Background: an optimization exercise with open tools, aiming at small area, a short achievable clock period and few clock cycles per item. Do not read the settings as production practice. Only simulation tests tie the RTL to the original design; equivalence was not proved.

## flow/design.v (module list and top-level ports; edited modules follow where they fit)
// module rpq_palette_regs: 75 lines
// module rpq_distance_lane: 775 lines
// module rpq_argmin_tree: 73 lines
// module redmean_palette_quantizer: 139 lines
module redmean_palette_quantizer #(
    parameter int PALETTE_ENTRIES = 8
)
(
    input  logic        clk,
    input  logic        rst_n,
    input  logic        in_valid,
    output logic        in_stall,
    input  logic [7:0]  red,
    input  logic [7:0]  green,
    input  logic [7:0]  blue,
    output logic        out_valid,
    input  logic        out_stall,
    output logic [2:0]  best_index,
    input  logic        cfg_valid,
    output logic        cfg_ready,
    input  logic [2:0]  cfg_index,
    input  logic [47:0] cfg_data
);
  // ...
==> flow/run.sh <==
#!/bin/bash
# synth_recipe.tcl (not shown) runs the flow's synth.tcl, then flattens the netlist and writes it again
# the make line also repeats each setting of config.mk as NAME=value (left out here)
make -C /OpenROAD-flow-scripts/flow DESIGN_CONFIG=/design/flow/config.mk WORK_HOME=/design/flow/orfs CLKGATE_MAP_FILE= SYNTH_SCRIPT=/design/flow/synth_recipe.tcl finish
==> flow/config.mk <==
export PLATFORM = sky130hd
export DESIGN_NAME = redmean_palette_quantizer
export DESIGN_NICKNAME = redmean_palette_quantizer
export VERILOG_FILES = /design/flow/design.v
export SDC_FILE = /design/flow/constraint.sdc
export NUM_CORES = 4
export LEC_CHECK = 0
export CAP_MARGIN = 20
export CORE_MARGIN = 2
export CORE_UTILIZATION = 40
export SETUP_SLACK_MARGIN = 3.0
export SLEW_MARGIN = 20
==> flow/constraint.sdc <==
create_clock -name core_clock -period 7.0 [get_ports {clk}]
set_input_delay 1.4000 -clock core_clock [delete_from_list [all_inputs] [get_ports {clk}]]
set_output_delay 1.4000 -clock core_clock [all_outputs]
set_load 0.01 [all_outputs]
==> results.txt, run 1 <==
Worst setup path
In this run the worst setup path terminates at u_argmin.pair_dist_q[56]$_DFF_P_. The worst setup path is launched from a flop. STA puts the critical path data required time at 7.73 ns. The critical register-to-register path startpoint is g_lane[4].u_lane.row_a_q[1]$_DFF_P_. The worst register-to-register path ends at u_argmin.pair_dist_q[56]$_DFF_P_.

The delay of the slowest cell on the worst path is 0.36 ns.

Synthesis
The number of enable flip-flop cells after synthesis is 18. The average cell area after synthesis is 9.80 um2. The compound-gate portion of the synthesized area is 8.57%. The number of distinct standard cells referenced by the synthesized netlist is 80. After synthesis the cells add up to 118000 um2.

Timing
The remaining max-slew budget at the tightest pin is 18.7%. The highest attainable clock frequency is 0.227 GHz.

Run status
The run finished with no timing, DRC or antenna violations.

Min path
The critical hold path startpoint is g_lane[4].u_lane.rm[1]$_DFF_P_.

Placement
During placement, the flow inserted port buffers numbering 84.

Clock tree
The root cell of the clock tree is sky130_fd_sc_hd__clkbuf_16. The number of buffers between clock root and the deepest sink is 4.

Cells and area
In the final layout, the multi-input gates occupy 82000 um2. The clock network area share is 4.27%. The leading cell type in the layout, fill and taps excluded is sky130_fd_sc_hd__inv_1.

Drt
The first-pass detailed-route iteration total is 5. The routed length on met3 is 14300 um.

Floorplan
The region available for standard cell placement spans 294000 um2. The number of tap cells inserted is 3919.
Testbench counts, summed over its fixed seeds: cycles 8,232, items 8,192.
==> module rpq_argmin_tree, before the edit <==
module rpq_argmin_tree
(
    input  logic         clk,
    input  logic [159:0] distances,
    input  logic [7:0]   live,
    output logic [2:0]   best_index
);
    localparam int DIST_W = 20;
    logic [3:0]          odd_wins;
    logic [4*DIST_W-1:0] pair_dist;
    logic [3:0]          odd_wins_q;
    logic [4*DIST_W-1:0] pair_dist_q;
    logic [3:0]          pair_live;
    logic [3:0]          nearer [4];
    logic [3:0]          win;
    always_comb
    begin
        for (int k = 0; k < 4; k++)
        begin
            odd_wins[k]  = live[2*k+1] &&
                           (distances[(2*k+1)*DIST_W +: DIST_W] < distances[(2*k)*DIST_W +: DIST_W]);
            pair_dist[k*DIST_W +: DIST_W] = odd_wins[k] ? distances[(2*k+1)*DIST_W +: DIST_W]
                                       : distances[(2*k)*DIST_W +: DIST_W];
        end
    end
    always_ff @(posedge clk)
    begin
        odd_wins_q  <= odd_wins;
        pair_dist_q <= pair_dist;
    end
    always_comb
    begin
        for (int k = 0; k < 4; k++)
        begin
            pair_live[k] = live[2*k];
        end
        for (int i = 0; i < 4; i++)
        begin
            nearer[i] = '0;
            for (int j = i + 1; j < 4; j++)
            begin
                nearer[i][j] = pair_dist_q[j*DIST_W +: DIST_W] < pair_dist_q[i*DIST_W +: DIST_W];
            end
        end
        for (int i = 0; i < 4; i++)
        begin
            win[i] = pair_live[i];
            for (int j = 0; j < i; j++)
            begin
                win[i] = win[i] & nearer[j][i];
            end
            for (int j = i + 1; j < 4; j++)
            begin
                win[i] = win[i] & !(pair_live[j] & nearer[i][j]);
            end
        end
        best_index = 3'd0;
        for (int k = 1; k < 4; k++)
        begin
            if (win[k])
            begin
                best_index[2:1] = best_index[2:1] | 2'(k);
            end
        end
        for (int k = 0; k < 4; k++)
        begin
            if (win[k])
            begin
                best_index[0] = best_index[0] | odd_wins_q[k];
            end
        end
    end
endmodule
==> run 2, diff against run 1 <==
--- a/flow/design.v
+++ b/flow/design.v
@@ -857,9 +857,9 @@
 );
     localparam int DIST_W = 20;
     logic [3:0]          odd_wins;
-    logic [4*DIST_W-1:0] pair_dist;
+    logic [159:0]        dist_q;
     logic [3:0]          odd_wins_q;
-    logic [4*DIST_W-1:0] pair_dist_q;
+    logic [4*DIST_W-1:0] pair_dist;
     logic [3:0]          pair_live;
     logic [3:0]          nearer [4];
     logic [3:0]          win;
@@ -867,21 +867,21 @@
     begin
         for (int k = 0; k < 4; k++)
         begin
-            odd_wins[k]  = live[2*k+1] &&
-                           (distances[(2*k+1)*DIST_W +: DIST_W] < distances[(2*k)*DIST_W +: DIST_W]);
-            pair_dist[k*DIST_W +: DIST_W] = odd_wins[k] ? distances[(2*k+1)*DIST_W +: DIST_W]
-                                       : distances[(2*k)*DIST_W +: DIST_W];
+            odd_wins[k] = live[2*k+1] &&
+                          (distances[(2*k+1)*DIST_W +: DIST_W] < distances[(2*k)*DIST_W +: DIST_W]);
         end
     end
     always_ff @(posedge clk)
     begin
-        odd_wins_q  <= odd_wins;
-        pair_dist_q <= pair_dist;
+        odd_wins_q <= odd_wins;
+        dist_q     <= distances;
     end
     always_comb
     begin
         for (int k = 0; k < 4; k++)
         begin
+            pair_dist[k*DIST_W +: DIST_W] = odd_wins_q[k] ? dist_q[(2*k+1)*DIST_W +: DIST_W]
+                                                          : dist_q[(2*k)*DIST_W +: DIST_W];
             pair_live[k] = live[2*k];
         end
         for (int i = 0; i < 4; i++)
@@ -889,7 +889,7 @@
             nearer[i] = '0;
             for (int j = i + 1; j < 4; j++)
             begin
-                nearer[i][j] = pair_dist_q[j*DIST_W +: DIST_W] < pair_dist_q[i*DIST_W +: DIST_W];
+                nearer[i][j] = pair_dist[j*DIST_W +: DIST_W] < pair_dist[i*DIST_W +: DIST_W];
             end
         end
         for (int i = 0; i < 4; i++)
--- a/flow/config.mk
+++ b/flow/config.mk
@@ -8,5 +8,5 @@
 export CAP_MARGIN = 20
 export CORE_MARGIN = 2
 export CORE_UTILIZATION = 40
-export SETUP_SLACK_MARGIN = 3.0
+export SETUP_SLACK_MARGIN = 3.2
 export SLEW_MARGIN = 20
==> results.txt, run 2 <==
Clock tree
The clock edge transition at the registers on the reported setup and hold paths is 0.06 ns. TritonCTS built the clock tree. The number of buffers created by CTS is 171. The root cell of the clock tree is sky130_fd_sc_hd__clkbuf_16.

The number of clock sinks is 1392. The clock latency at the later pin of the worst-skew pair is 0.85 ns. Buffers inserted to repair hold after CTS numbered 0.

The H-tree was split into 4 levels. The number of buffers between clock root and the deepest sink came to 4 (unchanged).

Placement
The instance area at placement is 125000 um2. The number of port buffers is 84 (unchanged). The worst-case setup slack after placement is 2.25 ns. The final weighted congestion in routability-driven placement is 0.882.

The wire-length estimate of the detail-placed layout is 241000 um.

Timing
Adding up every negative setup slack in the final design gives 0 ns. The final setup slack of the worst path is 3.27 ns. The total count of max-transition violations in the final report came to 0. The hold violation total from the final report was 0.

The number of failing setup endpoints in the final timing report is 0. The worst path in the final design needs a cycle of 3.73 ns, including I/O delays and setup. At the pin with the least slew margin, the transition time is 1.18 ns.

The highest attainable clock frequency is 0.268 GHz (+18%). The post-route clock period utilization is 53.2%. The worst clock skew is 0.0584 ns. Setup repair after global routing could not meet its margin everywhere. The remaining max-slew budget at the tightest pin is 21.6% (+2.8 points).

Worst setup path
The start point of the critical path is u_argmin.odd_wins_q[1]$_DFF_P_. The data required time at the worst endpoint was 7.73 ns (about the same). The type of origin of the critical path is a flop.

The number of cells on the worst reg-to-reg path is 11. For flop-to-flop paths, the worst setup slack is 3.27 ns. In this run the critical register-to-register path is captured at q_idx[3][1]$_DFFE_PP_. In this run the critical register-to-register path is launched from u_argmin.odd_wins_q[1]$_DFF_P_.

In this run the worst path has a maximum fanout of 21. The start-to-end type of the worst setup path is flop to flop. The delay of the slowest cell on the worst path is 0.73 ns (+0.37 ns). The family with the most delay on the worst path is compound AO/OA/AOI/OAI gates. The endpoint type of the worst setup path is a flop. Walking the worst path, the cells encountered are buf_6 -> mux2i_1 -> inv_1 -> ha_1 -> a211oi_1 -> a21oi_1 -> o31a_1 -> a2111oi_4 -> nand3_1 -> nand2_1 -> mux2_2. The number of buffers and inverters on the critical path is 2. The cell with the largest stage delay on the worst path is sky130_fd_sc_hd__mux2i_1.

Data arrives at the worst endpoint at 4.45 ns.

Synthesis
The post-synthesis instance total is 12100. The number of distinct standard cells referenced by the synthesized netlist is 87 (+8.8%). The top cell type by total area after synthesis is sky130_fd_sc_hd__fa_1.

The sequential-to-total area share from yosys stat is 24.4%. In this run, synthesis produced a sequential element count of 1392. After synthesis, the most frequently instantiated cells are sky130_fd_sc_hd__inv_1 (2088), sky130_fd_sc_hd__fa_1 (1416), sky130_fd_sc_hd__ha_1 (1256). When the netlist entered floorplanning its net count stood at 14900. The primary flip-flop cell chosen by synthesis mapping is sky130_fd_sc_hd__dfxtp_1. Of the post-synthesis cell area, the dominant cell type holds 23.7%. The number of enable flip-flop cells after synthesis is 18 (unchanged). After synthesis, the share of flip-flops with an asynchronous set or reset is 15.1%. The average cell area after synthesis was 9.85 um2 (+0.55%). Yosys printed 6 warnings.

The cell area after synthesis was 119000 um2 (+1.3%). The cell with the most instances after synthesis is sky130_fd_sc_hd__inv_1. After synthesis, the cell types taking the most area are sky130_fd_sc_hd__fa_1 (24%), sky130_fd_sc_hd__dfxtp_1 (20%), sky130_fd_sc_hd__ha_1 (13%), sky130_fd_sc_hd__inv_1 (6.6%), sky130_fd_sc_hd__mux2i_1 (4.5%).

Run status
The flow ran to the end and the layout has no timing, DRC or antenna violations.

Cells and area
Cells fill 44.6% of the core in the end. The register with the most flip-flops in the layout has 192 of them. In the final layout, the share of cells above drive strength 1 is 9.19%.

The synthesis-to-finish area growth is 11.0%. The leading cell type in the layout, fill and taps excluded is sky130_fd_sc_hd__inv_1. After the last flow step, the layout net total stands at 15000.

The cell area after layout is 133000 um2. The filler cells instantiated in the layout total 28500. In the layout the commonest cells are sky130_fd_sc_hd__inv_1 (2076), sky130_fd_sc_hd__fa_1 (1408), sky130_fd_sc_hd__ha_1 (1240), sky130_fd_sc_hd__dfxtp_1 (970), sky130_fd_sc_hd__nand2_1 (876).

Job
The reported max-cap violation count is 0.

Global route
Entering global routing, the biggest net connects 119 pins. The global-route wire length before repair is 480000 um. The overall overflow remaining after global route is 0. The via count of the first global-routing pass is 82100. The initial antenna violation count is 15. The total routing usage reported by global routing is 20.4%.

Floorplan
The initial core utilization is 40.2%. The full die area is 303000 um2. The area inside the core boundary is 297000 um2 (+1.2%). The count of standard-cell rows is 200.

The die boundary width is 550 um. The count of boundary I/O pins is 86. The vertical die dimension is 550 um.

Drt
The detailed-route via count is 80600. The total DRC errors in the routed layout is 0. After the first detailed-routing iteration, the DRC count stood at 4259. The number of vias per cell after detailed routing is 4.94.

The first-pass detailed-route iteration total is 5 (unchanged). Dividing the detail-routed wire length by the instance count gives 18.8 um. Summed over all layers, the routed wires come to 306000 um. Once detail routing completed, the nets flagged for antenna violations numbered 0.

Min path
The type of the tightest min-delay check is flop to flop. For hold timing, the worst endpoint is g_lane[5].u_lane.rm_q[1]$_DFF_P_. The worst hold path passes through 0 cells. The critical hold path startpoint is g_lane[5].u_lane.rm[1]$_DFF_P_.
-- run 2: cell count changes in the layout (fill, tap and decap cells not counted), moves of 26 or more --
cell / change
sky130_fd_sc_hd__dfxtp_2: +121
sky130_fd_sc_hd__a21o_1: -36
sky130_fd_sc_hd__and2_1: -41
sky130_fd_sc_hd__xnor2_1: -35
sky130_fd_sc_hd__inv_1: -115
sky130_fd_sc_hd__nand2_1: +131
sky130_fd_sc_hd__mux2_2: -145
sky130_fd_sc_hd__dfxtp_4: +26
sky130_fd_sc_hd__o21ai_0: +52
sky130_fd_sc_hd__a21oi_1: +65
sky130_fd_sc_hd__nor2_1: -53
sky130_fd_sc_hd__dfxtp_1: -67
sky130_fd_sc_hd__o21bai_1: -66
sky130_fd_sc_hd__mux2i_1: +199
-- run 2: cells by family (layout without fill, tap and decap cells) --
group,count (synthesis),in the layout,share of synthesized area (%)
compound gates,1596,1596,8.15
xor+xnor,644,644,4.72
fa+ha+maj,2672,2672,36.9
buf+inv,2367,2619,7.45
flops,1392,1392,24.4
mux,832,832,7.28
other cells,1,6,0.00314
simple gates,2619,2619,11.1
-- run 2: per-stage QoR --
stage | instances | hold slack [ns]
5_1_grt | 16300 | 0.327
2_1_floorplan | 12100 | 0.310
4_1_cts | 16300 | 0.325
6_report | 16300 | 0.324
3_3_place_gp | 15900 | 0.310
3_5_place_dp | 15900 | 0.312
-- run 2: worst max-delay path by stage --
stage | endpoint | slack, ns | cells after the start
floorplan | g_lane[0].u_lane.row_b_q[1]$_DFF_P_ | 3.16 | 13
global placement | g_lane[4].u_lane.t_r[8]$_DFF_P_ | 2.30 | 13
detailed placement | g_lane[4].u_lane.t_r[8]$_DFF_P_ | 2.25 | 13
CTS | u_argmin.odd_wins_q[2]$_DFF_P_ | 3.04 | 19
global route | u_argmin.odd_wins_q[2]$_DFF_P_ | 3.09 | 20
finish | q_idx[3][1]$_DFFE_PP_ | 3.27 | 11
-- run 2: area by class of cell --
type | instances | area (um2) | area share, %
antenna | 5 | 12.5 | 0.00944
clock buffer | 210 | 4730 | 3.57
clock inverter | 93 | 1050 | 0.793
inverter | 2088 | 7850 | 5.92
multi-input combinational | 8364 | 82400 | 62.2
sequential | 1392 | 29500 | 22.2
tap | 3939 | 4930 | 3.72
timing repair buffer | 228 | 2130 | 1.61
-- run 2: routing by layer --
layer	global-route usage (%)	routed length, um
met4	7.10	11600
met5	0	55
met2	33.7	142000
met1	27.3	139000
met3	2.87	14000
-- run 2: timing repair --
action,in CTS,in global routing
buffers inserted,18,54
endpoints found under the hold margin,0,0
pin swaps,25,57
setup endpoints to repair,105,84
gates cloned,0,1
resized for setup,167,314
Testbench counts of run 2, summed over its fixed seeds: cycles 8,232, items 8,192.

## port drivers added, routing unchanged
How much do the figures lean on ideal ports? The routed layouts below were timed once more, with nothing changed but the port constraints.
Step 1: set_driving_cell puts a clkbuf_16 on clk and a buf_2 on each other input, an assumption about the parent block.
Step 2, shift: input delay + t, output delay - t, t = (earliest + latest rising clock arrival at the registers) / 2. This alone moves slack from input paths to output paths.
a / b / c = no drivers / after step 1 / after step 2; a / b = the first two.
| run | t (ns) | slack for setup (ns) | latest minus earliest clock arrival (ns) | worst register clock-pin slew, ns | worst slew at a driven data input, ns |
|---|---|---|---|---|---|
| run 1 | 0.928 | 2.597 / 2.597 / 2.359 | 0.080 / 0.081 | 0.07 / 0.07 | 0.17 |
| run 2 | 0.934 | 3.275 / 3.275 / 2.608 | 0.069 / 0.069 | 0.07 / 0.07 | 0.20 |
After both steps setup and hold are still met in every run listed. For run 2, which loses most, drivers alone change the setup slack by 0.000 ns; drivers and shift together by -0.667 ns.
